This design comes from an exercise in tuning for small area on the open sky130 flow, not from production work. Function was checked by simulation only, so behaviour that the tests miss may differ from the original.

==> zinc <==
==> flow/design.v <==
module log_motion_ctrl #(
    parameter int NUM_OF_LOGS = 30,
    parameter int SCREEN_W    = 640,
    parameter int SCREEN_H    = 480,
    parameter int SPEED_W     = 3
) (
    input  logic                         CLK,
    input  logic                         resetN,
    input  logic                         startOfFrame,
    input  logic                         load_level,
    input  logic [SPEED_W-1:0]           speed,
    input  logic [NUM_OF_LOGS*9-1:0]     start_offsetX,
    input  logic [NUM_OF_LOGS*9-1:0]     start_offsetY,
    output logic [NUM_OF_LOGS*10-1:0]    logX,
    output logic [NUM_OF_LOGS*9-1:0]     logY,
    output logic                         busy,
    output logic                         frame_done,
    output logic                         overrun
);
    localparam int N     = NUM_OF_LOGS;
    localparam int IDX_W = (N > 1) ? $clog2(N) : 1;
    localparam logic [IDX_W-1:0] LAST_IDX = IDX_W'(N - 1);
    logic              busy_reg, done_reg, ld_reg, overrun_reg;
    logic [IDX_W-1:0]  index_reg;
    logic [SPEED_W-1:0] spd_reg;
    logic              last_idx, in_pass;
    assign last_idx = (index_reg == LAST_IDX);
    assign in_pass  = busy_reg & ~done_reg;
    always_ff @(posedge CLK or negedge resetN) begin
        if (!resetN) begin
            busy_reg    <= 1'b0;
            done_reg    <= 1'b0;
            overrun_reg <= 1'b0;
        end else begin
            busy_reg <= load_level | (busy_reg ? ~done_reg : startOfFrame);
            done_reg <= ~load_level & in_pass & last_idx;
            if (busy_reg) begin
                if (startOfFrame) overrun_reg <= 1'b1;
            end else if (load_level) begin
                overrun_reg <= 1'b0;
            end
        end
    end
    always_ff @(posedge CLK) begin
        ld_reg    <= load_level | (busy_reg & ld_reg);
        index_reg <= (in_pass & ~load_level & ~last_idx) ? index_reg + IDX_W'(1) : '0;
        if (!busy_reg) spd_reg <= speed;
    end
    logic [9:0]  cur_x;
    logic [8:0]  off_x, off_y, load_y;
    logic [9:0]  sum_r, dif_l, upd_x;
    always_comb begin
        cur_x = '0;
        off_x = '0;
        off_y = '0;
        for (int k = 0; k < N; k++) begin
            cur_x |= logX[10*k +: 10] & {10{index_reg == IDX_W'(k)}};
            off_x |= start_offsetX[9*k +: 9] & {9{index_reg == IDX_W'(k)}};
            off_y |= start_offsetY[9*k +: 9] & {9{index_reg == IDX_W'(k)}};
        end
        sum_r = cur_x + 10'(spd_reg);
        dif_l = cur_x - 10'(spd_reg);
        if (index_reg[0] == 1'b0) begin
            upd_x = (sum_r[9] & sum_r[7]) ? {7'd0, sum_r[2:0]} : sum_r;
        end else begin
            upd_x = (cur_x < 10'(spd_reg)) ? {dif_l[9], 2'b00, dif_l[6:0]} : dif_l;
        end
        load_y = (off_y >= 9'(SCREEN_H)) ? 9'(off_y - 9'(SCREEN_H)) : off_y;
    end
    logic [17:0] sh [N];
    logic [17:0] sh_in;
    assign sh_in = ~(ld_reg ? {load_y, off_x} : {load_y[8:1], upd_x});
    always_ff @(posedge CLK) begin
        sh[0] <= sh_in;
        for (int p = 1; p < N; p++) sh[p] <= sh[p-1];
    end
    logic [N-1:0][9:0] log_xn_reg;
    logic [N-1:0][8:0] log_yn_reg;
    logic              x_nok_reg, y_nok_reg;
    always_ff @(posedge CLK or negedge resetN) begin
        if (!resetN) begin
            x_nok_reg <= 1'b1;
            y_nok_reg <= 1'b1;
        end else if (done_reg) begin
            x_nok_reg <= 1'b0;
            if (ld_reg) y_nok_reg <= 1'b0;
        end
    end
    always_ff @(posedge CLK) begin
        if (done_reg) begin
            for (int k = 0; k < N; k++) begin
                log_xn_reg[k] <= {ld_reg | sh[N-1-k][9], sh[N-1-k][8:0]};
                if (ld_reg) log_yn_reg[k] <= sh[N-1-k][17:9];
            end
        end
    end
    always_comb begin
        for (int k = 0; k < N; k++) begin
            logX[10*k +: 10] = ~(log_xn_reg[k] | {10{x_nok_reg}});
            logY[9*k +: 9]   = ~(log_yn_reg[k] | {9{y_nok_reg}});
        end
    end
    assign busy       = busy_reg;
    assign frame_done = done_reg;
    assign overrun    = overrun_reg;
endmodule
==> flow/flow/run.sh <==
#!/bin/bash
# Standard ORFS layout (the standard.sh: unchanged synthesis, floorplan,
# tap cells and power grid) with these overrides:
#  - ports are buffered with the smallest buffer, buf_1
#  - pins may sit on every routing track
#  - CTS uses clkbuf_8 on clusters of up to 24 sinks and inserts no dummy loads
# ORFS writes each step's full log under orfs/logs; make's output goes to flow_make.log.
set -euo pipefail
bash standard.sh \
  "BUFFER_PORTS_ARGS=-buffer_cell sky130_fd_sc_hd__buf_1" \
  "CTS_ARGS=-sink_clustering_enable -repair_clock_nets -dont_use_dummy_load -buf_list sky130_fd_sc_hd__clkbuf_8 -sink_clustering_size 24 -sink_clustering_max_diameter 60" \
  "PLACE_PINS_ARGS=-min_distance 1 -min_distance_in_tracks" \
  finish > flow_make.log 2>&1
==> flow/standard.sh <==
#!/bin/bash
# synth_recipe.tcl (not shown) runs the flow's synth.tcl, then flattens the netlist and writes it again
# the make line also repeats each setting of config.mk as NAME=value (left out here)
make -C /OpenROAD-flow-scripts/flow DESIGN_CONFIG=/design/flow/config.mk WORK_HOME=/design/flow/orfs CLKGATE_MAP_FILE= SYNTH_SCRIPT=/design/flow/synth_recipe.tcl "${@:-finish}"
==> flow/config.mk <==
export PLATFORM = sky130hd
export DESIGN_NAME = log_motion_ctrl
export DESIGN_NICKNAME = log_motion_ctrl
export VERILOG_FILES = /design/flow/design.v
export SDC_FILE = /design/flow/constraint.sdc
export NUM_CORES = 4
export LEC_CHECK = 0
export CAP_MARGIN = 20
export CORE_MARGIN = 2
export CORE_UTILIZATION = 60
export SLEW_MARGIN = 20
==> flow/constraint.sdc <==
create_clock -name core_clock -period 10.0 [get_ports {CLK}]
set_input_delay 2.0000 -clock core_clock [delete_from_list [all_inputs] [get_ports {CLK}]]
set_output_delay 2.0000 -clock core_clock [all_outputs]
set_load 0.01 [all_outputs]
==> inputs of xenon, as changes to zinc <==
--- a/flow/design.v
+++ b/flow/design.v
@@ -50,14 +50,9 @@
     logic [8:0]  off_x, off_y, load_y;
     logic [9:0]  sum_r, dif_l, upd_x;
     always_comb begin
-        cur_x = '0;
-        off_x = '0;
-        off_y = '0;
-        for (int k = 0; k < N; k++) begin
-            cur_x |= logX[10*k +: 10] & {10{index_reg == IDX_W'(k)}};
-            off_x |= start_offsetX[9*k +: 9] & {9{index_reg == IDX_W'(k)}};
-            off_y |= start_offsetY[9*k +: 9] & {9{index_reg == IDX_W'(k)}};
-        end
+        cur_x = logX[10*index_reg +: 10];
+        off_x = start_offsetX[9*index_reg +: 9];
+        off_y = start_offsetY[9*index_reg +: 9];
         sum_r = cur_x + 10'(spd_reg);
         dif_l = cur_x - 10'(spd_reg);
         if (index_reg[0] == 1'b0) begin
==> flow/run.sh (new file) <==
#!/bin/bash
# synth_recipe.tcl (not shown) runs the flow's synth.tcl, then flattens the netlist and writes it again
# the make line also repeats each setting of config.mk as NAME=value (left out here)
make -C /OpenROAD-flow-scripts/flow DESIGN_CONFIG=/design/flow/config.mk WORK_HOME=/design/flow/orfs CLKGATE_MAP_FILE= SYNTH_SCRIPT=/design/flow/synth_recipe.tcl finish
--- a/flow/config.mk
+++ b/flow/config.mk
@@ -7,5 +7,5 @@
 export LEC_CHECK = 0
 export CAP_MARGIN = 20
 export CORE_MARGIN = 2
-export CORE_UTILIZATION = 60
+export CORE_UTILIZATION = 40
 export SLEW_MARGIN = 20
removed: flow/flow/run.sh
removed: flow/standard.sh
==> impl_metrics.tcl <==
set metrics [dict create \
    synthAdderAreaFrac_pct 0.538 \
    place_congestion 1.13 \
    cts-buffers-inserted 57 \
    grt_pass1_vias 31500 \
    grt_pass1_wl_um 221000 \
    tool.error "[ERROR GRT-0116] Global routing finished with congestion. Check the congestion regions in the DRC Viewer." \
    status "did not finish" \
    cts_max_level 2 \
    failed_stage "global routing" \
    dpl_cell_area_sq_um 42500 \
]
the above is filed under zinc

==> impl_metrics.tcl <==
set metrics [dict create \
    grt_pass1_vias 27200 \
    multi_input_area_share_pct 18.1 \
    final_area_sq_um 55100 \
    dpl_cell_area_sq_um 51400 \
    cts-buffers-inserted 107 \
    grt_pass1_wl_um 234000 \
    status "timing/DRC/antenna clean" \
    setup_viol 0 \
    syn_area_sq_um 39200 \
    syn-num-nets 3132 \
    synthAdderAreaFrac_pct 0.389 \
    place_congestion 0.957 \
]
the above is filed under xenon

port drivers added, routing unchanged:
Ports are ideal in the flow. The routed layout listed here was re-timed in OpenROAD.
Step 1 (the two cells are an assumption about what drives the block):
set clk [get_ports {CLK}]
set_driving_cell -lib_cell sky130_fd_sc_hd__clkbuf_16 $clk
set_driving_cell -lib_cell sky130_fd_sc_hd__buf_2 [delete_from_list [all_inputs] $clk]
Step 2 times the ports against the registers' clock, not the clock port: input delays grow and output delays shrink by t, the midpoint of the rising clock arrivals with the driver on.
Slacks: ideal ports / drivers / drivers and shift; pairs: ideal ports / drivers.
run: xenon
shift t [ns]: 0.756
slack for setup (ns): 4.273 / 4.192 / 4.653
worst hold slack (ns): 0.312 / 0.312 / 0.312
worst setup path after step 2: register to register
worst data-port slew with drivers (ns): 0.37
After both steps setup and hold are still met in xenon. For xenon, drivers alone change the setup slack by -0.081 ns; drivers and shift together by +0.380 ns.
